Background: an optimization exercise with open tools, aiming at small area. Do not read the settings as production practice. At most, simulation tests tie the RTL to the original design; equivalence was not proved. The RTL of runs 4 and 5 was laid out without a check of its function. Power and IR drop assume default switching activity.

==> flow/design.v <==
package ascon_pkg;
  typedef enum logic [2:0] {
    ST_IDLE   = 3'd0,
    ST_LOAD   = 3'd1,
    ST_START  = 3'd2,
    ST_WAIT   = 3'd3,
    ST_GAP    = 3'd6,
    ST_UNLOAD = 3'd7,
    ST_RESP   = 3'd4
  } state_t;
  localparam logic MODE_ENC = 1'b0;
  localparam logic MODE_DEC = 1'b1;
  localparam int K_DEF = 128;
  localparam int A_L_DEF = 112;
  localparam int TEXT_L_DEF = 128;
  localparam int NONCE_L = 128;
  localparam int TAG_L = 128;
  function automatic int max4(input int a, input int b, input int c, input int d);
    int ab;
    int cd;
    ab = a > b ? a : b;
    cd = c > d ? c : d;
    max4 = ab > cd ? ab : cd;
  endfunction
endpackage
module ascon_sr_out #(
  parameter int W = 128
) (
  input  logic         clk,
  input  logic         ld,
  input  logic [W-1:0] ld_val,
  output logic         s0
);
  logic [W-1:0] sr_q;
  always_ff @(posedge clk) begin
    for (int j = 0; j < W; j++)
      sr_q[j] <= ~(ld ? ld_val[W-1-j] : (j == W-1 ? 1'b0 : sr_q[(j+1) % W]));
  end
  assign s0 = sr_q[0];
endmodule
module ascon_serdes #(
  parameter int W = 128
) (
  input  logic         clk,
  input  logic         ld,
  input  logic [W-1:0] ld_val,
  input  logic         hold,
  input  logic         sh,
  input  logic         si,
  output logic         so,
  output logic [W-1:0] q
);
  logic [W-1:0] sr_q;
  always_ff @(posedge clk) begin
    for (int j = 0; j < W; j++)
      sr_q[j] <= (ld & ld_val[W-1-j]) | (hold & sr_q[j]) | (sh & (j == W-1 ? si : sr_q[(j+1) % W]));
  end
  assign so = sr_q[0];
  assign q = sr_q;
endmodule
module ascon_ctrl #(
  parameter int K = ascon_pkg::K_DEF,
  parameter int A_L = ascon_pkg::A_L_DEF,
  parameter int TEXT_L = ascon_pkg::TEXT_L_DEF,
  parameter int MAX = ascon_pkg::max4(K, A_L, TEXT_L, ascon_pkg::TAG_L),
  parameter int START_CYC = 5,
  parameter int GAP_CYC = 2,
  parameter int TIMEOUT = 4095
) (
  input  logic               clk,
  input  logic               rst,
  input  logic               req_valid,
  output logic               req_ready,
  input  logic               req_mode,
  input  logic [K-1:0]       req_key,
  input  logic [ascon_pkg::NONCE_L-1:0] req_nonce,
  input  logic [A_L-1:0]     req_ad,
  input  logic [TEXT_L-1:0]  req_text,
  input  logic [ascon_pkg::TAG_L-1:0]   req_tag,
  output logic               core_key_SI,
  output logic               core_nonce_SI,
  output logic               core_ad_SI,
  output logic               core_text_SI,
  output logic               core_tag_SI,
  output logic               core_enc_start,
  output logic               core_dec_start,
  input  logic               core_text_SO,
  input  logic               core_tag_SO,
  input  logic               core_enc_done,
  input  logic               core_dec_done,
  input  logic               core_auth,
  output logic               rsp_valid,
  input  logic               rsp_ready,
  output logic [TEXT_L-1:0]  rsp_text,
  output logic [ascon_pkg::TAG_L-1:0]   rsp_tag,
  output logic               rsp_auth,
  output logic               rsp_err,
  output logic               rsp_mode,
  output logic               busy
);
  localparam int CW = $clog2((MAX > TIMEOUT ? MAX : TIMEOUT) + 1);
  ascon_pkg::state_t state_q, state_d;
  logic [CW-1:0] cnt_q, cnt_d;
  logic mode_q, mode_d, done_seen_q, done_seen_d, auth_q, auth_d, err_q, err_d;
  logic idle, load, unload, resp, shift, done_m, ad_live;
  logic key_s0, nonce_s0, ad_s0, text_s0, tag_s0;
  assign idle = state_q == ascon_pkg::ST_IDLE;
  assign load = state_q == ascon_pkg::ST_LOAD;
  assign unload = state_q == ascon_pkg::ST_UNLOAD;
  assign resp = state_q == ascon_pkg::ST_RESP;
  assign shift = !idle && !resp;
  assign done_m = mode_q == ascon_pkg::MODE_DEC ? core_dec_done : core_enc_done;
  always_comb begin
    state_d = state_q;
    cnt_d = cnt_q + 1'b1;
    mode_d = mode_q;
    done_seen_d = done_seen_q;
    auth_d = auth_q;
    err_d = err_q;
    case (state_q)
      ascon_pkg::ST_IDLE: if (req_valid) begin
        state_d = ascon_pkg::ST_LOAD;
        cnt_d = '0;
        mode_d = req_mode;
        done_seen_d = 1'b0;
        auth_d = 1'b0;
        err_d = 1'b0;
      end
      ascon_pkg::ST_LOAD: if (cnt_q == CW'(MAX - 1)) begin
        state_d = ascon_pkg::ST_START;
        cnt_d = '0;
      end
      ascon_pkg::ST_START: begin
        if (done_m) begin
          done_seen_d = 1'b1;
          auth_d = mode_q == ascon_pkg::MODE_DEC && core_auth;
        end
        if (cnt_q == CW'(START_CYC - 1)) begin
          state_d = ascon_pkg::ST_WAIT;
          cnt_d = '0;
        end
      end
      ascon_pkg::ST_WAIT: if (done_seen_q || done_m) begin
        state_d = ascon_pkg::ST_GAP;
        cnt_d = '0;
        auth_d = done_m ? mode_q == ascon_pkg::MODE_DEC && core_auth : auth_q;
      end else if (cnt_q == CW'(TIMEOUT - 1)) begin
        state_d = ascon_pkg::ST_RESP;
        err_d = 1'b1;
      end
      ascon_pkg::ST_GAP: if (cnt_q == CW'(GAP_CYC - 1)) begin
        state_d = ascon_pkg::ST_UNLOAD;
        cnt_d = '0;
      end
      ascon_pkg::ST_UNLOAD: if (cnt_q == CW'(MAX - 1)) state_d = ascon_pkg::ST_RESP;
      ascon_pkg::ST_RESP: if (rsp_ready) state_d = ascon_pkg::ST_IDLE;
      default: state_d = ascon_pkg::ST_IDLE;
    endcase
  end
  always_ff @(posedge clk or posedge rst) begin
    if (rst) begin
      state_q <= ascon_pkg::ST_IDLE;
      cnt_q <= '0;
      mode_q <= 1'b0;
      done_seen_q <= 1'b0;
      auth_q <= 1'b0;
      err_q <= 1'b0;
    end else begin
      state_q <= state_d;
      cnt_q <= cnt_d;
      mode_q <= mode_d;
      done_seen_q <= done_seen_d;
      auth_q <= auth_d;
      err_q <= err_d;
    end
  end
  ascon_sr_out #(.W(K)) u_key (.clk(clk), .ld(idle), .ld_val(req_key), .s0(key_s0));
  ascon_sr_out #(.W(ascon_pkg::NONCE_L)) u_nonce (.clk(clk), .ld(idle), .ld_val(req_nonce), .s0(nonce_s0));
  ascon_sr_out #(.W(A_L)) u_ad (.clk(clk), .ld(idle), .ld_val(req_ad), .s0(ad_s0));
  ascon_serdes #(.W(TEXT_L)) u_text (
    .clk(clk), .ld(idle), .ld_val(req_text), .hold(resp), .sh(shift), .si(unload & core_text_SO),
    .so(text_s0), .q(rsp_text)
  );
  ascon_serdes #(.W(ascon_pkg::TAG_L)) u_tag (
    .clk(clk), .ld(idle), .ld_val(req_tag), .hold(resp), .sh(shift), .si(unload & core_tag_SO),
    .so(tag_s0), .q(rsp_tag)
  );
  assign ad_live = cnt_q < CW'(A_L);
  assign core_key_SI = load & (key_s0 ^ ~cnt_q[0]);
  assign core_nonce_SI = load & (nonce_s0 ^ ~cnt_q[0]);
  assign core_ad_SI = load & ad_live & (ad_s0 ^ ~cnt_q[0]);
  assign core_text_SI = load & text_s0;
  assign core_tag_SI = load & tag_s0;
  assign core_enc_start = state_q == ascon_pkg::ST_START && mode_q == ascon_pkg::MODE_ENC;
  assign core_dec_start = state_q == ascon_pkg::ST_START && mode_q == ascon_pkg::MODE_DEC;
  assign req_ready = idle;
  assign busy = !idle;
  assign rsp_valid = resp;
  assign rsp_auth = auth_q;
  assign rsp_err = err_q;
  assign rsp_mode = mode_q;
endmodule
==> flow/flow/run.sh <==
#!/bin/bash
set -euo pipefail
cd "$(dirname "$0")/.."
bash standard.sh \
  "BUFFER_PORTS_ARGS=-buffer_cell sky130_fd_sc_hd__buf_1" \
  "CTS_ARGS=-sink_clustering_enable -repair_clock_nets -dont_use_dummy_load -buf_list sky130_fd_sc_hd__clkbuf_8" \
  finish > make_finish.log 2>&1
==> flow/standard.sh <==
#!/bin/bash
# synth_recipe.tcl (not shown) runs the flow's synth.tcl, then flattens the netlist and writes it again
# the make line also repeats each setting of config.mk as NAME=value (left out here)
make -C /OpenROAD-flow-scripts/flow DESIGN_CONFIG=/design/flow/config.mk WORK_HOME=/design/flow/orfs CLKGATE_MAP_FILE= SYNTH_SCRIPT=/design/flow/synth_recipe.tcl "${@:-finish}"
==> flow/config.mk <==
export PLATFORM = sky130hd
export DESIGN_NAME = ascon_ctrl
export DESIGN_NICKNAME = ascon_ctrl
export VERILOG_FILES = /design/flow/design.v
export SDC_FILE = /design/flow/constraint.sdc
export NUM_CORES = 4
export LEC_CHECK = 0
export CAP_MARGIN = 20
export CORE_AREA = 5 5 325 325
export DIE_AREA = 0 0 330 330
export SLEW_MARGIN = 20
==> flow/constraint.sdc <==
create_clock -name core_clock -period 4.0 [get_ports {clk}]
set_input_delay 0.8000 -clock core_clock [delete_from_list [all_inputs] [get_ports {clk}]]
set_output_delay 0.8000 -clock core_clock [all_outputs]
set_load 0.01 [all_outputs]
==> results of run 1 <==
==> routing by layer <==
metal  vias up  global-route usage  share of wire
met5         -                   0         0.0016
met4        22              0.0522          0.033
met3       141              0.0562          0.099
met2       700               0.231           0.46
met1      8216               0.170           0.41
li1       8722                   -              -
==> Yosys cell counts, drive strengths merged <==
master   instances
dfxtp          624
mux2i          622
nand2          269
o21ai          257
buf             81
clkbuf          51
nor2            24
dfrtp           19
xor2            11
inv              9
nand3            9
nor3             5
ha               4
a21oi            3
nor4             3
o22ai            3
and2             2
and3             2
mux2             2
nand4            2
xnor2            2
a21boi           1
a22o             1
a22oi            1
a2bb2oi          1
a31oi            1
and2b            1
nand2b           1
nand3b           1
nor2b            1
nor3b            1
o31ai            1
o32ai            1
or2              1
or3              1
or3b             1
or4              1
==> per-stage QoR <==
stage | hold slack, ns | cells | power (mW)
floorplan | 0.391 | 2020 | 15.4
global placement | 0.392 | 4171 | 18.2
detailed placement | 0.398 | 4171 | 18.4
CTS | 0.0766 | 4279 | 23.3
global route | 0.112 | 4279 | 24.5
finish | 0.222 | 4281 | 22.9
==> final cells by class <==
| type | count | area [um2] |
|---|---|---|
| fillers | 10900 | 72800 |
| well taps | 1368 | 1710 |
| inverters | 9 | 33.8 |
| clock buffers | 108 | 1490 |
| flip-flops and latches | 643 | 13000 |
| repair buffers | 915 | 3560 |
| multi-input cells | 1236 | 9140 |
| diodes | 2 | 5.00 |
==> flip-flops by register name, summed over array words and instances (netlist names) <==
register	flops
u_ad.sr_q	112
u_text.sr_q	128
u_key.sr_q	128
auth_q	1
u_nonce.sr_q	128
err_q	1
done_seen_q	1
u_tag.sr_q	128
mode_q	1
state_q	3
cnt_q	12
==> how the worst max path moves through the flow <==
stage               start         end  slack [ns]
2_1_floorplan  state_q[0]   rsp_valid        1.79
3_3_place_gp   state_q[2]  core_ad_SI        1.03
3_5_place_dp   state_q[2]  core_ad_SI        1.04
4_1_cts        state_q[2]  core_ad_SI        0.24
5_1_grt        state_q[2]  core_ad_SI        0.15
6_report       state_q[2]  core_ad_SI        0.50
==> power by group <==
group / switching (mW) / internal (mW)
Clock: 2.37 / 2.36
Sequential: 1.67 / 9.48
Combinational: 4.08 / 2.89
==> cell families (layout without fill, tap and decap cells) <==
logic type      Yosys count  count (layout)
mux                     624             624
compound gates          270             270
flops                   643             643
other cells               0               2
xor+xnor                 13              13
buf+inv                 141            1032
simple gates            325             325
fa+ha+maj                 4               4
==> key figures, run 1 <==
Hold path
  • Hold crit path type: input pin to flop
  • Hold depth: 2
  • Hold Path Sink: u_nonce.sr_q[127]
  • Hold_sp: req_nonce[0]

Setup path
  • R2r endpoint: u_tag.sr_q[102]
  • FF-to-FF Start: state_q[2]
  • Required time of the critical path: 3.20 ns
  • Crit-path cells: inv_1 -> nand2_1 -> nor2_1 -> nand3_1 -> nor2_1 -> buf_1
  • R2r worst-path depth: 4
  • Most used cell, CP: nor2_1
  • Count of cell instances traversed by the critical path: 6
  • Critical path endpoint category: primary output
  • Buf/Inv on CP: 2
  • Startpoint types: flop
  • Worst EP arrival: roughly 2.7 ns
  • R2R setup slack: around 1.4 ns
  • Max incr delay on CP: approximately 0.57 ns
  • Crit-path slowest cell: dfrtp_4
  • Crit Path Class: flop to primary output
  • CP Max Fanout: 14
  • Family with the most delay on the worst path: simple AND/OR/NAND/NOR gates

Logic synthesis
  • Synth Area in Simple Gates: 0.0582
  • Post-Synth XOR/XNOR Area: 0.00501
  • Mapped Nets: 2658
  • Synth top area cells: dfxtp_1 (55%), mux2i_1 (27%), o21ai_0 (5.7%)
  • Leading area contributor after synthesis: dfxtp_1
  • Mux share of post-synthesis cell area: 0.275
  • Mapped cell area: ~23000 um2
  • Top-area cell type share of the netlist area: 0.550
  • Largest family of logic cells by synthesized area: multiplexers
  • Cells after synthesis: 2020
  • Synth Warn #: 4
  • FF+latch count, synth: 643
  • Complex-gate fraction of the synthesized area: 0.0611
  • Synthesized area per cell: 11.3 um2
  • Adder and majority gate portion of the synthesized area: 0.00220
  • Post-synthesis sequential area ratio: 0.571
  • Post-synthesis cell type count: 45

Die
  • Die W: 330 um
  • Die area: 109000 um2
  • # rows: 117
  • Core area: 102000 um2
  • Die Ht: 330 um
  • Top Ports: around 900
  • Initial core utilization: 0.223

Place
  • Count of input and output buffers: 902
  • Placed instance area: 27400 um2
  • Gpl congestion: roughly 0.86
  • Hpwl dp: 64400 um
  • Post-place setup slack: 1.04 ns

Clock network
  • Num CTS Buffers: 108
  • Setup repair bufs after CTS: 0
  • CTS HTree Levels: 3
  • Clk slew on worst S/H paths: 0.06 ns
  • Maximum clock insertion buffer count: 3
  • Cts repair resizes: 0
  • TritonCTS clock tree: built
  • # hold bufs at CTS: 0
  • Clock latency (worst-skew pair): slightly above 0.7 ns
  • CTS root buffer: clkbuf_8
  • Clock sinks: 643

Outcome
  • Status: timing/DRC/antenna clean

GRT
  • Initial antenna violation count: 18
  • First-pass GRT wire length: 115000 um
  • Overall Global Routing Usage: 0.142
  • Total gr overflow: 0
  • Largest net degree at the start of global routing: 191
  • Vias in the first global route: 17600

STA
  • Tcrit/Tclk final: 0.875
  • Post-layout min period: 3.50 ns
  • Final hold viol count: 0
  • Final setup TNS: 0 ns
  • Slew HR: 0.300
  • RSZ-0062 raised after global routing: false
  • Clock Skew: 0.0845 ns
  • Final number of setup-violating endpoints: 0
  • Max Clk Rate: about 290 MHz
  • Final worst slack: 0.501 ns
  • Slew @ Worst Pin: 1.05 ns
  • Slew Viols, Final: 0

Power and ir drop
  • Power Density: 791 nW/um2
  • Peak VDD IR: 0.460 mV
  • Leakage power total: about 14 nW

Cells and area
  • Most frequent cells in the layout: buf_1 (902), dfxtp_1 (624), mux2i_1 (622)
  • Layout cells sized above 1: 0.0464
  • Layout area overhead: 27.2%
  • Most common cell after layout, fill and taps aside: buf_1
  • Fin area: approximately 29000 um2
  • Fin util: 0.284
  • Layout Nets: around 3600

Routing
  • Final antenna-violating net count: 0
  • Drt wl/cell: 19.3 um
  • Residual DRC: 0
  • Via count: 17800
  • Drt total wl: 82400 um
  • First DRT Iteration DRCs: 773
  • Vias per inst: 4.16
  • TritonRoute pass-1 iters: 4

Job
  • Max cap viols: 0
==> inputs of run 2 (changes only) <==
==> flow/flow/run.sh (replaced) <==
#!/bin/bash
set -euo pipefail
cd "$(dirname "$0")/.."
bash standard.sh \
  "BUFFER_PORTS_ARGS=-buffer_cell sky130_fd_sc_hd__buf_1" \
  "CTS_ARGS=-sink_clustering_enable -repair_clock_nets -dont_use_dummy_load -buf_list sky130_fd_sc_hd__clkbuf_4" \
  finish > make_finish.log 2>&1
==> run 2 against run 1 <==
  * Worst setup slack improved by 0.0030 ns
  * Via count rose by 17%
  * Critical path depth did not move
  * Critical path type unchanged
  * Critical endpoint unchanged
  * Highest routed layer unchanged
==> key figures, run 2 <==
Logic synthesis
  • Post-synthesis cell type count: 45 (unchanged)
  • Cells after synthesis: 2020 (unchanged)
  • Leading area contributor after synthesis: dfxtp_1
  • Post-synth top cells: dfxtp_1 (624), mux2i_1 (622), nand2_1 (269)
  • Number of flops mapped to enable cells by yosys: 0 (unchanged)
  • Post-synthesis sequential area ratio: 0.571 (unchanged)
  • Top-area cell type share of the netlist area: 0.550 (unchanged)
  • Synthesized area per cell: 11.3 um2 (unchanged)
  • Synth top area cells: dfxtp_1 (55%), mux2i_1 (27%), o21ai_0 (5.7%)
  • Synth Warn #: 4 (unchanged)
  • Main flop type after synthesis: dfxtp_1
  • FF+latch count, synth: 643 (unchanged)
  • Asr flop ratio synth: 0.0295 (unchanged)
  • Mapped cell area: 22700 um2 (unchanged)
  • Top-count cell post-synth: dfxtp_1
  • Mapped Nets: 2658 (unchanged)

GRT
  • Initial antenna violation count: 22 (+4)
  • First-pass GRT wire length: 133000 um (+15%)
  • Total gr overflow: 0 (unchanged)
  • Vias in the first global route: 21800 (+24%)
  • Overall Global Routing Usage: 0.161 (+0.0188)
  • Largest net degree at the start of global routing: 191 (unchanged)

Setup path
  • Worst EP arrival: 2.70 ns (about the same)
  • CP Max Fanout: 14 (unchanged)
  • Max incr delay on CP: 0.58 ns (about the same)
  • R2R setup slack: 1.33 ns (-0.10 ns)
  • Crit Path Class: flop to primary output
  • FF-to-FF Start: state_q[2]
  • Critical path endpoint category: primary output
  • R2r worst-path depth: 4 (unchanged)
  • Startpoint types: flop
  • Crit-path cells: inv_1 -> nand2_1 -> nor2_4 -> nand3_1 -> nor2_1 -> buf_1
  • R2r endpoint: u_tag.sr_q[125]
  • Crit-path slowest cell: dfrtp_4
  • Required time of the critical path: 3.20 ns (about the same)

Die
  • Core area: 102000 um2 (unchanged)
  • Die Ht: 330 um (unchanged)
  • Top Ports: 903 (unchanged)
  • # rows: 117 (unchanged)
  • Die W: 330 um (unchanged)
  • Die area: 109000 um2 (unchanged)
  • Initial core utilization: 0.223 (unchanged)

STA
  • Final worst slack: 0.504 ns (+0.00296 ns)
  • Max Clk Rate: 286 MHz (about the same)
  • Final hold viol count: 0 (unchanged)
  • Min Hold Slack: 0.174 ns (-0.0477 ns)
  • Final setup TNS: 0 ns (unchanged)
  • Clock Skew: 0.117 ns (+0.0321 ns)
  • Post-layout min period: 3.50 ns (-0.00296 ns)
  • Slew Viols, Final: 0 (unchanged)
  • Slew HR: 0.288 (-0.0128)
  • Tcrit/Tclk final: 0.874 (about the same)
  • Final number of setup-violating endpoints: 0 (unchanged)
  • RSZ-0062 raised after global routing: false
  • Slew @ Worst Pin: 1.07 ns (+0.0193 ns)

Routing
  • Residual DRC: 0 (unchanged)
  • Via count: 20900 (+17%)
  • First DRT Iteration DRCs: 944 (+22%)
  • TritonRoute pass-1 iters: 6 (+2)
  • Final antenna-violating net count: 0 (unchanged)
  • DR WL met3: 7350 um (-9.5%)
  • Vias per inst: 4.22 (+1.6%)
  • Drt total wl: 92300 um (+12%)
  • Metal2 WL: 43900 um (+16%)
  • Max layer used: met5
  • Drt wl/cell: 18.7 um (-3.1%)
  • Met1 Wirelength: 37600 um (+12%)

Cells and area
  • Fin util: 0.340 (+0.0562)
  • Most common cell after layout, fill and taps aside: buf_1
  • Fin area: 34600 um2 (+20%)
  • Layout area overhead: 52.3%
  • Most frequent cells in the layout: buf_1 (902), dfxtp_1 (624), mux2i_1 (622)
  • Layout Nets: 4200 (+18%)
  • Layout cells sized above 1: 0.0567 (+0.0104)

Power and ir drop
  • Power Density: 674 nW/um2 (-15%)
  • Peak VDD IR: 0.463 mV (+0.55%)
  • Leakage power total: 16.7 nW (+17%)

Hold path
  • Hold depth: 3 (+1)
  • Hold crit path type: input pin to flop
  • Hold_sp: req_tag[50]
  • Hold Path Sink: u_tag.sr_q[77]

Clock network
  • CTS root buffer: clkbuf_4
  • Maximum clock insertion buffer count: 3 (unchanged)
  • TritonCTS clock tree: built
  • Clock latency (worst-skew pair): 1.02 ns (+0.30 ns)
  • Setup repair bufs after CTS: 0 (unchanged)
  • Num CTS Buffers: 174 (+61%)
  • Clk slew on worst S/H paths: 0.05 ns (about the same)
  • CTS HTree Levels: 4 (+1)
  • Clock sinks: 643 (unchanged)

Place
  • Placed instance area: 27400 um2 (unchanged)
  • Count of input and output buffers: 902 (unchanged)
  • Hpwl dp: 64400 um (unchanged)
  • Post-place setup slack: 1.04 ns (unchanged)
  • Gpl congestion: 0.857 (unchanged)

Outcome
  • Status: timing/DRC/antenna clean

Job
  • Max cap viols: 0 (unchanged)
run 2: cell type report:
| type | count | area (um2) |
|---|---|---|
| diodes | 22 | 55.1 |
| clock buffers | 174 | 1310 |
| fillers | 10200 | 67100 |
| inverters | 9 | 33.8 |
| multi-input cells | 1236 | 9140 |
| flip-flops and latches | 643 | 13000 |
| well taps | 1368 | 1710 |
| repair buffers | 1498 | 9390 |
run 2: through the flow:
step / total power, mW / cells
floorplan: 15.4 / 2020
global placement: 18.2 / 4171
detailed placement: 18.4 / 4171
CTS: 23.4 / 4928
global route: 25.0 / 4946
finish: 23.3 / 4950
run 2: worst max-delay path by stage:
stage / startpoint / end / slack [ns]
3_5_place_dp: state_q[2] / core_ad_SI / 1.04
2_1_floorplan: state_q[0] / rsp_valid / 1.79
5_1_grt: state_q[2] / core_ad_SI / 0.10
3_3_place_gp: state_q[2] / core_ad_SI / 1.03
6_report: state_q[2] / core_ad_SI / 0.50
4_1_cts: state_q[2] / core_ad_SI / 0.06
run 2: critical path, delay by kind of cell, from the launching register on:
kind	cells	cell delay (ns)
and+or+nand+nor	4	0.67
DFF	1	0.58
buffers and inverters	2	0.54
run 2: where the power goes:
group	internal [mW]	switching [mW]
clock	1.96	2.50
combinational	3.27	4.35
sequential	9.48	1.77
total	14.7	8.61
run 2: layer usage:
layer	GRT usage	vias up
li1	-	10100
met1	0.189	9718
met2	0.268	891
met3	0.0520	215
met4	0.0697	6
met5	0	-
run 2: cells by family after synthesis:
kind of cell	count (synthesis)	synth area share
AOI/OAI and AO/OA	270	0.0611
xor gates and xnor gates	13	0.00501
adders and majority gates	4	0.00220
buffers and inverters	141	0.0280
DFF	643	0.571
muxes	624	0.275
and+or+nand+nor	325	0.0582
run 2: repair_timing:
action	CTS	global route
resized for setup	1	1
hold endpoints to repair	599	0
endpoints found under the setup margin	1	1
hold buffers	583	0
==> inputs of run 3 (changes only) <==
==> flow/run.sh (new file) <==
#!/bin/bash
# synth_recipe.tcl (not shown) runs the flow's synth.tcl, then flattens the netlist and writes it again
# the make line also repeats each setting of config.mk as NAME=value (left out here)
make -C /OpenROAD-flow-scripts/flow DESIGN_CONFIG=/design/flow/config.mk WORK_HOME=/design/flow/orfs CLKGATE_MAP_FILE= SYNTH_SCRIPT=/design/flow/synth_recipe.tcl finish
removed: flow/flow/run.sh
removed: flow/standard.sh
==> run 3 against run 2 <==
  * First-iteration DRC count grew 1.1%
  * Largest power group unchanged
  * Die area is the same
  * Worst hold slack improved by 0.21 ns
  * Final area is 3.3% higher
  * Power up 16%
  * Clock skew down 0.076 ns
==> key figures, run 3 <==
Clock network
  • Clock latency (worst-skew pair): 0.64 ns (-0.38 ns)
  • CTS root buffer: clkbuf_16
  • Clk slew on worst S/H paths: 0.06 ns (about the same)
  • # hold bufs at CTS: 0 (-100%)
  • Setup repair bufs after CTS: 0 (unchanged)
  • TritonCTS clock tree: built
  • Num CTS Buffers: 76 (-56%)
  • CTS HTree Levels: 3 (-1)
  • Clock sinks: 643 (unchanged)
  • Cts repair resizes: 0 (-1)
  • Maximum clock insertion buffer count: 3 (unchanged)

Routing
  • TritonRoute pass-1 iters: 5 (-1)
  • Final antenna-violating net count: 0 (unchanged)
  • First DRT Iteration DRCs: 954 (+1.1%)
  • Drt wl/cell: 20.2 um (+8.3%)
  • Vias per inst: 4.11 (-2.7%)
  • Via count: 17800 (-15%)
  • Residual DRC: 0 (unchanged)
  • Drt total wl: 87200 um (-5.5%)

Power and ir drop
  • Peak VDD IR: 0.429 mV (-7.2%)
  • Power Density: 759 nW/um2 (+13%)
  • Leakage power total: 17.2 nW (+2.7%)

Cells and area
  • Most common cell after layout, fill and taps aside: clkdlybuf4s50_1
  • Area of the multi-input gates: 9140 um2 (about the same)
  • Layout area overhead: 57.3%
  • Reg area: 13000 um2 (unchanged)
  • Non-filler cells, final: 4318 (-13%)
  • Layout cells sized above 1: 0.0510 (-0.00574)
  • Layout Nets: 3519 (-16%)
  • Filler Cell Count: 10300 (+0.81%)
  • Most frequent cells in the layout: clkdlybuf4s50_1 (902), dfxtp_1 (624), mux2i_1 (622)
  • Fin util: 0.351 (+0.0113)

Die
  • # rows: 117 (unchanged)
  • Die W: 330 um (unchanged)
  • Die area: 109000 um2 (unchanged)
  • Initial core utilization: 0.223 (unchanged)
  • Top Ports: 903 (unchanged)
  • Core area: 102000 um2 (unchanged)
  • Die Ht: 330 um (unchanged)

Logic synthesis
  • Largest family of logic cells by synthesized area: multiplexers
  • Synth top area cells: dfxtp_1 (55%), mux2i_1 (27%), o21ai_0 (5.7%)
  • Leading area contributor after synthesis: dfxtp_1
  • Main flop type after synthesis: dfxtp_1
  • Mapped Nets: 2658 (unchanged)
  • Asr flop ratio synth: 0.0295 (unchanged)
  • Mux share of post-synthesis cell area: 0.275 (unchanged)
  • Synth Area in Simple Gates: 0.0582 (unchanged)
  • Adder and majority gate portion of the synthesized area: 0.00220 (unchanged)
  • Synth Warn #: 4 (unchanged)
  • Synthesized area per cell: 11.3 um2 (unchanged)
  • Top-count cell post-synth: dfxtp_1
  • Top-area cell type share of the netlist area: 0.550 (unchanged)
  • Complex-gate fraction of the synthesized area: 0.0611 (unchanged)
  • Cells after synthesis: 2020 (unchanged)
  • Number of flops mapped to enable cells by yosys: 0 (unchanged)
  • Post-Synth XOR/XNOR Area: 0.00501 (unchanged)
  • Mapped cell area: 22700 um2 (unchanged)
  • Post-synthesis cell type count: 45 (unchanged)
  • Post-synthesis sequential area ratio: 0.571 (unchanged)
  • FF+latch count, synth: 643 (unchanged)
  • Post-synth top cells: dfxtp_1 (624), mux2i_1 (622), nand2_1 (269)

Outcome
  • Status: timing/DRC/antenna clean

GRT
  • Initial antenna violation count: 24 (+9.1%)
  • Total gr overflow: 0 (unchanged)
  • Vias in the first global route: 17900 (-18%)
  • Largest net degree at the start of global routing: 232 (+21%)
  • Overall Global Routing Usage: 0.150 (-0.0107)
  • First-pass GRT wire length: 120000 um (-9.5%)

STA
  • Slew HR: 0.289 (+0.00111)
  • Final hold viol count: 0 (unchanged)
  • Post-layout min period: 3.58 ns (+0.0882 ns)
  • Slew Viols, Final: 0 (unchanged)
  • Final number of setup-violating endpoints: 0 (unchanged)
  • Tcrit/Tclk final: 0.896 (+0.0221)
  • Clock Skew: 0.0410 ns (-0.0755 ns)
  • RSZ-0062 raised after global routing: false
  • Slew @ Worst Pin: 1.07 ns (-0.00167 ns)
  • Max Clk Rate: 279 MHz (-2.5%)
  • Final setup TNS: 0 ns (unchanged)

Place
  • Count of input and output buffers: 902 (unchanged)
  • Hpwl dp: 68100 um (+5.7%)
  • Gpl congestion: 0.863 (+0.79%)
  • Number of instances in the placed design: 4171 (unchanged)

Setup path
  • CP Max Fanout: 4 (-10)
  • Crit Path Class: flop to primary output
  • Required time of the critical path: 3.20 ns (about the same)
  • Startpoint types: flop
  • Critical path endpoint category: primary output
  • Worst EP arrival: 2.78 ns (+0.08 ns)

Job
  • Max cap viols: 0 (unchanged)

Hold path
  • Hold crit path type: flop to flop
run 3: kinds of logic (layout without fill, tap and decap cells):
| group | count (synthesis) | count (layout) |
|---|---|---|
| flip-flops | 643 | 643 |
| other | 0 | 9 |
| buffers and inverters | 141 | 1062 |
| adder cells (fa/ha/maj) | 4 | 4 |
| AND/OR/NAND/NOR | 325 | 325 |
| XOR/XNOR | 13 | 13 |
| AO/OA/AOI/OAI | 270 | 270 |
| multiplexers | 624 | 624 |
run 3: final cells by class:
cell class,count,area share
multi-input cells,1236,0.255
inverters,9,0.000945
repair buffers,915,0.257
diodes,9,0.000630
well taps,1368,0.0479
flip-flops and latches,643,0.363
clock inverters,25,0.0115
clock buffers,113,0.0635
run 3: power breakdown:
part / internal [mW] / total [mW] / switching, mW
Clock: 4.32 / 7.24 / 2.92
Sequential: 9.47 / 11.2 / 1.68
Combinational: 4.60 / 8.76 / 4.16
Total: 18.4 / 27.2 / 8.77
run 3: worst max-delay path, cell delays in order (launching register included):
cell and delay, ns:
dfrtp_1 0.41, or4_4 0.57, nor2_1 0.14, nand3_1 0.13, nor2_1 0.13, clkdlybuf4s50_1 0.76
run 3: metal layers:
layer / routed length, um / track usage / part of all wire / vias up
met5: 234 / 0.00532 / 0.0027 / -
met4: 3430 / 0.0606 / 0.039 / 28
met3: 9230 / 0.0675 / 0.11 / 166
met2: 39900 / 0.245 / 0.46 / 679
met1: 34400 / 0.171 / 0.39 / 8154
li1: - / - / - / 8725
run 3: final timing paths:
check	startpoint	endpoint	slack, ns	cells past startpoint
setup / recovery	cnt_q[7]	core_ad_SI	0.42	5
hold / removal	u_key.sr_q[109]	u_key.sr_q[108]	0.39	1
setup reg to reg	state_q[2]	u_text.sr_q[59]	1.00	5
hold reg to reg	u_key.sr_q[109]	u_key.sr_q[108]	0.39	1
max in group asynchronous	rst	state_q[2]	2.69	2
min in group asynchronous	rst	auth_q	0.72	2
run 3: metrics by stage:
step                worst slack [ns]  power [mW]  cell area (um2)  hold slack [ns]
floorplan                       1.79        15.4            22700            0.391
global placement               0.995        20.0            33100            0.393
detailed placement             0.978        20.1            33100            0.397
CTS                            0.317        27.6            35700            0.393
global route                   0.219        28.8            35700            0.406
finish                         0.416        27.2            35800            0.389
==> inputs of run 4 (changes only) <==
--- a/flow/design.v
+++ b/flow/design.v
@@ -28,13 +28,14 @@
 ) (
   input  logic         clk,
   input  logic         ld,
+  input  logic         sh,
   input  logic [W-1:0] ld_val,
   output logic         s0
 );
   logic [W-1:0] sr_q;
   always_ff @(posedge clk) begin
     for (int j = 0; j < W; j++)
-      sr_q[j] <= ~(ld ? ld_val[W-1-j] : (j == W-1 ? 1'b0 : sr_q[(j+1) % W]));
+      sr_q[j] <= ~((ld & ld_val[W-1-j]) | (sh & (j == W-1 ? 1'b0 : sr_q[(j+1) % W])));
   end
   assign s0 = sr_q[0];
 endmodule
@@ -102,13 +103,12 @@
   ascon_pkg::state_t state_q, state_d;
   logic [CW-1:0] cnt_q, cnt_d;
   logic mode_q, mode_d, done_seen_q, done_seen_d, auth_q, auth_d, err_q, err_d;
-  logic idle, load, unload, resp, shift, done_m, ad_live;
+  logic idle, load, unload, resp, shift, shift_out, done_m, ad_live;
   logic key_s0, nonce_s0, ad_s0, text_s0, tag_s0;
   assign idle = state_q == ascon_pkg::ST_IDLE;
   assign load = state_q == ascon_pkg::ST_LOAD;
   assign unload = state_q == ascon_pkg::ST_UNLOAD;
   assign resp = state_q == ascon_pkg::ST_RESP;
-  assign shift = !idle && !resp;
   assign done_m = mode_q == ascon_pkg::MODE_DEC ? core_dec_done : core_enc_done;
   always_comb begin
     state_d = state_q;
@@ -165,6 +165,8 @@
       done_seen_q <= 1'b0;
       auth_q <= 1'b0;
       err_q <= 1'b0;
+      shift <= 1'b0;
+      shift_out <= 1'b0;
     end else begin
       state_q <= state_d;
       cnt_q <= cnt_d;
@@ -172,11 +174,13 @@
       done_seen_q <= done_seen_d;
       auth_q <= auth_d;
       err_q <= err_d;
+      shift <= state_d != ascon_pkg::ST_IDLE && state_d != ascon_pkg::ST_RESP;
+      shift_out <= state_d != ascon_pkg::ST_IDLE;
     end
   end
-  ascon_sr_out #(.W(K)) u_key (.clk(clk), .ld(idle), .ld_val(req_key), .s0(key_s0));
-  ascon_sr_out #(.W(ascon_pkg::NONCE_L)) u_nonce (.clk(clk), .ld(idle), .ld_val(req_nonce), .s0(nonce_s0));
-  ascon_sr_out #(.W(A_L)) u_ad (.clk(clk), .ld(idle), .ld_val(req_ad), .s0(ad_s0));
+  ascon_sr_out #(.W(K)) u_key (.clk(clk), .ld(idle), .sh(shift_out), .ld_val(req_key), .s0(key_s0));
+  ascon_sr_out #(.W(ascon_pkg::NONCE_L)) u_nonce (.clk(clk), .ld(idle), .sh(shift_out), .ld_val(req_nonce), .s0(nonce_s0));
+  ascon_sr_out #(.W(A_L)) u_ad (.clk(clk), .ld(idle), .sh(shift_out), .ld_val(req_ad), .s0(ad_s0));
   ascon_serdes #(.W(TEXT_L)) u_text (
     .clk(clk), .ld(idle), .ld_val(req_text), .hold(resp), .sh(shift), .si(unload & core_text_SO),
     .so(text_s0), .q(rsp_text)
==> flow/flow/run.sh (new file) <==
#!/bin/bash
set -euo pipefail
cd "$(dirname "$0")/.."
bash standard.sh \
  "BUFFER_PORTS_ARGS=-buffer_cell sky130_fd_sc_hd__buf_1" \
  "CTS_ARGS=-sink_clustering_enable -repair_clock_nets -dont_use_dummy_load -buf_list sky130_fd_sc_hd__clkbuf_16 -sink_clustering_size 25 -sink_clustering_max_diameter 120" \
  finish > make_finish.log 2>&1
==> flow/standard.sh (new file) <==
#!/bin/bash
# synth_recipe.tcl (not shown) runs the flow's synth.tcl, then flattens the netlist and writes it again
# the make line also repeats each setting of config.mk as NAME=value (left out here)
make -C /OpenROAD-flow-scripts/flow DESIGN_CONFIG=/design/flow/config.mk WORK_HOME=/design/flow/orfs CLKGATE_MAP_FILE= SYNTH_SCRIPT=/design/flow/synth_recipe.tcl "${@:-finish}"
removed: flow/run.sh
==> run 4 against run 3 <==
  * Global-route usage fell by 1.5 points
  * Synthesized cell count down 10%
  * Register-to-register slack better by 0.25 ns
  * Die area is the same
  * Largest cell class unchanged
  * Largest power group unchanged
==> key figures, run 4 <==
Logic synthesis
  • Mapped cell area: 20700 um2 (-8.8%)
  • Main flop type after synthesis: dfxtp_1
  • Top-count cell post-synth: dfxtp_1
  • Cells after synthesis: 1817 (-10%)
  • Synth Warn #: 4 (unchanged)
  • Number of flops mapped to enable cells by yosys: 0 (unchanged)
  • Synthesized area per cell: 11.4 um2 (+1.4%)
  • Post-synth top cells: dfxtp_1 (624), a22oi_1 (368), inv_1 (261)
  • Post-synthesis sequential area ratio: 0.628 (+0.0573)
  • Post-synthesis cell type count: 51 (+13%)
  • FF+latch count, synth: 645 (+0.31%)
  • Leading area contributor after synthesis: dfxtp_1
  • Top-area cell type share of the netlist area: 0.602 (+0.0528)
  • Synth top area cells: dfxtp_1 (60%), a22oi_1 (13%), a222oi_1 (12%)
  • Mapped Nets: 2455 (-7.6%)
  • Asr flop ratio synth: 0.0326 (+0.00301)

Routing
  • TritonRoute pass-1 iters: 17 (+12)
  • Drt total wl: 81800 um (-6.2%)
  • Via count: 18400 (+3.9%)
  • First DRT Iteration DRCs: 2480 (+160%)
  • Drt wl/cell: 20.6 um (+1.9%)
  • Residual DRC: 0 (unchanged)
  • Final antenna-violating net count: 0 (unchanged)
  • Vias per inst: 4.64 (+13%)

Setup path
  • R2r endpoint: u_ad.sr_q[0]
  • R2r worst-path depth: 4 (-1)
  • FF-to-FF Start: state_q[0]
  • Startpoint types: flop
  • Required time of the critical path: 3.20 ns (about the same)
  • CP Launch Point: cnt_q[7]
  • Crit path to: core_ad_SI
  • Critical path endpoint category: primary output
  • Crit Path Class: flop to primary output
  • CP Max Fanout: 6 (+2)
  • Worst EP arrival: 2.57 ns (-0.21 ns)
  • R2R setup slack: 1.25 ns (+0.25 ns)

GRT
  • Overall Global Routing Usage: 0.135 (-0.0151)
  • GRT Max-Usage Layer: met2
  • Initial antenna violation count: 18 (-25%)
  • Largest net degree at the start of global routing: 159 (-31%)
  • Met1 GRT Util: 0.158 (-0.0135)
  • Met2 usage: 0.234 (-0.0111)
  • Total gr overflow: 0 (unchanged)
  • M3 GR Usage: 0.0422 (-0.0253)
  • Vias in the first global route: 17400 (-2.8%)
  • First-pass GRT wire length: 112000 um (-6.4%)

Power and ir drop
  • Leakage power total: 10.6 nW (-39%)
  • Peak VDD IR: 0.434 mV (+1.2%)
  • Pwr Total: 24.5 mW (-9.8%)
  • Power Density: 932 nW/um2 (+23%)

STA
  • Tcrit/Tclk final: 0.842 (-0.0539)
  • RSZ-0062 raised after global routing: false
  • Final setup TNS: 0 ns (unchanged)
  • Post-layout min period: 3.37 ns (-0.216 ns)
  • Final hold viol count: 0 (unchanged)
  • Slew Viols, Final: 0 (unchanged)
  • Slew HR: 0.315 (+0.0264)
  • Slew @ Worst Pin: 1.03 ns (-0.0396 ns)
  • Max Clk Rate: 297 MHz (+6.4%)
  • Final number of setup-violating endpoints: 0 (unchanged)
  • Clock Skew: 0.0461 ns (+0.00510 ns)
  • Final worst slack: 0.632 ns (+0.216 ns)

Clock network
  • Maximum clock insertion buffer count: 3 (unchanged)
  • Setup repair bufs after CTS: 0 (unchanged)
  • Num CTS Buffers: 31 (-59%)
  • CTS HTree Levels: 1 (-2)
  • TritonCTS clock tree: built
  • Clock sinks: 645 (+0.31%)
  • CTS root buffer: clkbuf_16
  • # hold bufs at CTS: 0 (unchanged)
  • Clock latency (worst-skew pair): 0.62 ns (-0.02 ns)
  • Clk slew on worst S/H paths: 0.10 ns (+0.04 ns)
  • Cts repair resizes: 0 (unchanged)

Die
  • Initial core utilization: 0.204 (-0.0196)
  • Die Ht: 330 um (unchanged)
  • Die W: 330 um (unchanged)
  • Top Ports: 903 (unchanged)
  • Die area: 109000 um2 (unchanged)
  • Core area: 102000 um2 (unchanged)
  • # rows: 117 (unchanged)

Cells and area
  • Reg area: 13000 um2 (+0.41%)
  • Filler Cell Count: 11100 (+8.0%)
  • Layout Nets: 3243 (-7.8%)
  • Fin util: 0.258 (-0.0933)
  • Most common cell after layout, fill and taps aside: buf_1
  • Non-filler cells, final: 3976 (-7.9%)
  • Layout cells sized above 1: 0.0280 (-0.0230)
  • Most frequent cells in the layout: buf_1 (902), dfxtp_1 (624), a22oi_1 (368)
  • Area of the multi-input gates: 6040 um2 (-34%)
  • Layout area overhead: 26.7%

Outcome
  • Status: timing/DRC/antenna clean

Place
  • Hpwl dp: 63000 um (-7.4%)
  • Count of input and output buffers: 902 (unchanged)
  • Number of instances in the placed design: 3940 (-5.5%)
  • Gpl congestion: 0.923 (+6.9%)
  • Post-place setup slack: 1.25 ns (+0.271 ns)

Job
  • Max cap viols: 0 (unchanged)

Hold path
  • Hold crit path type: input pin to flop
  • Hold depth: 2 (+1)
==> run 4: how the worst min path moves through the flow <==
stage,start,endpoint,slack [ns]
6_report,req_key[0],u_key.sr_q[127],0.31
2_1_floorplan,u_ad.sr_q[1],u_ad.sr_q[0],0.41
3_3_place_gp,u_nonce.sr_q[36],u_nonce.sr_q[35],0.41
4_1_cts,req_key[0],u_key.sr_q[127],0.24
5_1_grt,req_nonce[0],u_nonce.sr_q[127],0.26
3_5_place_dp,u_key.sr_q[59],u_key.sr_q[58],0.42
==> run 4: where the power goes <==
group / total (mW) / internal [mW] / switching, mW
Sequential: 11.9 / 9.76 / 2.11
Clock: 3.38 / 1.38 / 2.00
Combinational: 9.25 / 4.14 / 5.11
Total: 24.5 / 15.3 / 9.22
==> run 4: cells by family after synthesis <==
logic type	count (synthesis)	synth area share
flops	645	0.628
simple gates	72	0.0192
xor+xnor	13	0.00549
mux	3	0.00157
buf+inv	437	0.0811
fa+ha+maj	4	0.00241
compound gates	643	0.262
==> run 4: cell type report <==
class | count | share of cell area
flip-flops and latches | 645 | 0.496
clock buffers | 31 | 0.0295
multi-input cells | 735 | 0.230
diodes | 5 | 0.000476
inverters | 262 | 0.0377
well taps | 1368 | 0.0652
repair buffers | 930 | 0.141
==> run 4: routing by layer <==
metal,wire [um],up-vias
met5,136,-
met4,3220,22
met3,7700,133
met2,39900,891
met1,30900,8930
li1,-,8469
==> run 4: worst max-delay path, cell delays in order, from the launching register on <==
cell and delay (ns):
dfrtp_1 0.45, or4_4 0.59, nor4_1 0.68, buf_1 0.22
==> run 4: per-stage QoR <==
step | area (um2) | hold slack, ns
2_1_floorplan | 20700 | 0.406
3_5_place_dp | 25500 | 0.416
3_3_place_gp | 25500 | 0.412
5_1_grt | 26300 | 0.257
6_report | 26300 | 0.308
4_1_cts | 26300 | 0.245
==> inputs of run 5 (changes only) <==
==> flow/flow/run.sh (replaced) <==
#!/bin/bash
set -euo pipefail
cd "$(dirname "$0")/.."
bash standard.sh \
  "BUFFER_PORTS_ARGS=-buffer_cell sky130_fd_sc_hd__buf_1" \
  "CTS_ARGS=-sink_clustering_enable -repair_clock_nets -dont_use_dummy_load -buf_list sky130_fd_sc_hd__clkbuf_8 -sink_clustering_size 16 -sink_clustering_max_diameter 80" \
  finish > make_finish.log 2>&1
==> run 5 against run 4 <==
  * Still clean on timing, DRC and antenna
  * First-iteration DRC count fell by 2.7%
  * Global-route usage is 0.21 points higher
  * Register-to-register slack about the same
  * Synthesized cell count unchanged
  * Flip-flop and latch count unchanged
  * Via count up 0.62%
  * Critical path type unchanged
==> key figures, run 5 <==
Routing
  • Via count: 18600 (+0.62%)
  • Vias per inst: 4.65 (+0.19%)
  • Residual DRC: 0 (unchanged)
  • Final antenna-violating net count: 0 (unchanged)
  • TritonRoute pass-1 iters: 17 (unchanged)
  • First DRT Iteration DRCs: 2412 (-2.7%)
  • Drt total wl: 82500 um (+0.85%)
  • Drt wl/cell: 20.7 um (+0.42%)

Logic synthesis
  • Asr flop ratio synth: 0.0326 (unchanged)
  • Number of flops mapped to enable cells by yosys: 0 (unchanged)
  • Post-synthesis sequential area ratio: 0.628 (unchanged)
  • Mapped Nets: 2455 (unchanged)
  • Top-area cell type share of the netlist area: 0.602 (unchanged)
  • Synth top area cells: dfxtp_1 (60%), a22oi_1 (13%), a222oi_1 (12%)
  • Leading area contributor after synthesis: dfxtp_1
  • Top-count cell post-synth: dfxtp_1
  • Synthesized area per cell: 11.4 um2 (unchanged)
  • Synth Warn #: 4 (unchanged)
  • Mapped cell area: 20700 um2 (unchanged)
  • Post-synth top cells: dfxtp_1 (624), a22oi_1 (368), inv_1 (261)
  • Main flop type after synthesis: dfxtp_1
  • FF+latch count, synth: 645 (unchanged)
  • Cells after synthesis: 1817 (unchanged)
  • Post-synthesis cell type count: 51 (unchanged)

STA
  • Final number of setup-violating endpoints: 0 (unchanged)
  • Slew HR: 0.301 (-0.0146)
  • Final hold viol count: 0 (unchanged)
  • Final worst slack: 0.568 ns (-0.0641 ns)
  • RSZ-0062 raised after global routing: false
  • Clock Skew: 0.0772 ns (+0.0311 ns)
  • Tcrit/Tclk final: 0.858 (+0.0160)
  • Post-layout min period: 3.43 ns (+0.0641 ns)
  • Slew @ Worst Pin: 1.05 ns (+0.0219 ns)
  • Final setup TNS: 0 ns (unchanged)
  • Slew Viols, Final: 0 (unchanged)
  • Max Clk Rate: 291 MHz (-1.9%)

Clock network
  • Clk slew on worst S/H paths: 0.10 ns (about the same)
  • # hold bufs at CTS: 0 (unchanged)
  • Maximum clock insertion buffer count: 3 (unchanged)
  • Clock sinks: 645 (unchanged)
  • CTS HTree Levels: 2 (+1)
  • Clock latency (worst-skew pair): 0.68 ns (+0.06 ns)
  • Setup repair bufs after CTS: 0 (unchanged)
  • Cts repair resizes: 0 (unchanged)
  • CTS root buffer: clkbuf_8
  • Num CTS Buffers: 48 (+55%)
  • TritonCTS clock tree: built

Power and ir drop
  • Power Density: 926 nW/um2 (-0.65%)
  • Pwr Total: 24.2 mW (-1.1%)
  • Leakage power total: 10.5 nW (-0.35%)
  • Peak VDD IR: 0.421 mV (-3.0%)

Die
  • Die area: 109000 um2 (unchanged)
  • # rows: 117 (unchanged)
  • Top Ports: 903 (unchanged)
  • Die Ht: 330 um (unchanged)
  • Core area: 102000 um2 (unchanged)
  • Initial core utilization: 0.204 (unchanged)
  • Die W: 330 um (unchanged)

Setup path
  • Required time of the critical path: 3.20 ns (about the same)
  • Family with the most delay on the worst path: simple AND/OR/NAND/NOR gates
  • Crit Path Class: flop to primary output
  • R2r endpoint: u_ad.sr_q[0]
  • Crit-path cells: or4_4 -> nor4_1 -> buf_1
  • Worst EP arrival: 2.63 ns (+0.06 ns)
  • Crit-path slowest cell: nor4_1
  • R2r worst-path depth: 4 (unchanged)
  • FF-to-FF Start: state_q[0]
  • Max incr delay on CP: 0.69 ns (about the same)
  • CP Launch Point: cnt_q[7]
  • Buf/Inv on CP: 1 (unchanged)
  • Startpoint types: flop
  • Critical path endpoint category: primary output
  • R2R setup slack: 1.24 ns (about the same)
  • CP Max Fanout: 6 (unchanged)

Place
  • Count of input and output buffers: 902 (unchanged)
  • Gpl congestion: 0.923 (unchanged)
  • Post-place setup slack: 1.25 ns (unchanged)
  • Hpwl dp: 63000 um (unchanged)

GRT
  • Initial antenna violation count: 18 (unchanged)
  • Largest net degree at the start of global routing: 159 (unchanged)
  • Total gr overflow: 0 (unchanged)
  • Overall Global Routing Usage: 0.137 (+0.00207)
  • Vias in the first global route: 17500 (+0.71%)
  • First-pass GRT wire length: 113000 um (+0.66%)

Cells and area
  • Layout area overhead: 26.1%
  • Most common cell after layout, fill and taps aside: buf_1
  • Most frequent cells in the layout: buf_1 (902), dfxtp_1 (624), a22oi_1 (368)
  • Layout Nets: 3260 (+0.52%)
  • Layout cells sized above 1: 0.0344 (+0.00631)

Outcome
  • Status: timing/DRC/antenna clean

Job
  • Max cap viols: 0 (unchanged)

Hold path
  • Hold_sp: req_nonce[0]
  • Hold Path Sink: u_nonce.sr_q[127]
  • Hold crit path type: input pin to flop
  • Hold depth: 2 (unchanged)
## run 5: changes by cell type in the layout (fill, tap and decap cells not counted), sizes merged
| cell | previous run | this run |
|---|---|---|
| clkbuf | 31 | 48 |
## run 5: worst reg2reg max path, stage by stage, from the launching register on
cell,delay [ns]
dfrtp_1,0.54
or3_1,0.52
inv_8,0.28
buf_12,0.55
a22oi_1,0.55
## run 5: metal layers
metal | vias to the layer above | global-route usage | share of wire
met5 | - | 0 | 0.0019
met4 | 24 | 0.0587 | 0.040
met3 | 154 | 0.0459 | 0.10
met2 | 902 | 0.235 | 0.49
met1 | 8991 | 0.156 | 0.37
li1 | 8488 | - | -
## run 5: cells by family after synthesis
| kind of cell | share of synthesized area |
|---|---|
| AO/OA/AOI/OAI | 0.262 |
| XOR/XNOR | 0.00549 |
| adder cells (fa/ha/maj) | 0.00241 |
| buffers and inverters | 0.0811 |
| flip-flops | 0.628 |
| multiplexers | 0.00157 |
| AND/OR/NAND/NOR | 0.0192 |
## run 5: where the power goes
| part | internal (mW) | total (mW) | switching [mW] |
|---|---|---|---|
| Clock | 1.07 | 3.11 | 2.03 |
| Combinational | 4.14 | 9.25 | 5.11 |
| Sequential | 9.76 | 11.9 | 2.12 |
| Total | 15.0 | 24.2 | 9.25 |
## run 5: worst max-delay path by stage
stage            endpoint  cells after the start
6_report       core_ad_SI                      3
5_1_grt        core_ad_SI                      3
3_5_place_dp   core_ad_SI                      3
3_3_place_gp   core_ad_SI                      3
4_1_cts        core_ad_SI                      3
2_1_floorplan   req_ready                      4
## run 5: metrics by stage
| stage | instances | hold slack [ns] | area (um2) | utilization |
|---|---|---|---|---|
| after CTS | 3988 | 0.131 | 26100 | 0.257 |
| after floorplan | 1817 | 0.406 | 20700 | - |
| final | 3993 | 0.250 | 26100 | 0.257 |
| after global placement | 3940 | 0.412 | 25500 | 0.250 |
| after global routing | 3990 | 0.164 | 26100 | 0.257 |
| after detailed placement | 3940 | 0.416 | 25500 | 0.250 |
## run 5: cell type report
cell class              instances  area, um2
inverters                     262        991
well taps                    1368       1710
fillers                     11100      75600
flip-flops and latches        645      13000
repair buffers                930       3710
clock buffers                  48        661
diodes                          5       12.5
multi-input cells             735       6040

port drivers added, routing unchanged:
How much do the figures lean on ideal ports? The routed layouts below were timed once more, with nothing changed but the port constraints. Step 1 sets driving cells, clkbuf_16 on the clock port and buf_2 on the other inputs (assumed; they add their load-dependent delay and slew). Step 2, shift: input delay + t, output delay - t, t = (earliest + latest rising clock arrival at the registers) / 2. This alone moves slack from input paths to output paths. a / b / c = ideal / step 1 / step 2; a / b = the first two.
run | t, ns | setup slack, ns | pins driven straight from the clock port
run 1 | 0.732 | 0.501 / 0.445 / 1.177 | 1
run 2 | 1.018 | 0.504 / 0.445 / 1.327 | 1
run 3 | 0.690 | 0.416 / 0.353 / 0.999 | 1
run 4 | 0.657 | 0.632 / 0.575 / 1.232 | 1
run 5 | 0.697 | 0.568 / 0.515 / 1.212 | 1
After both steps setup and hold are still met in every run listed.
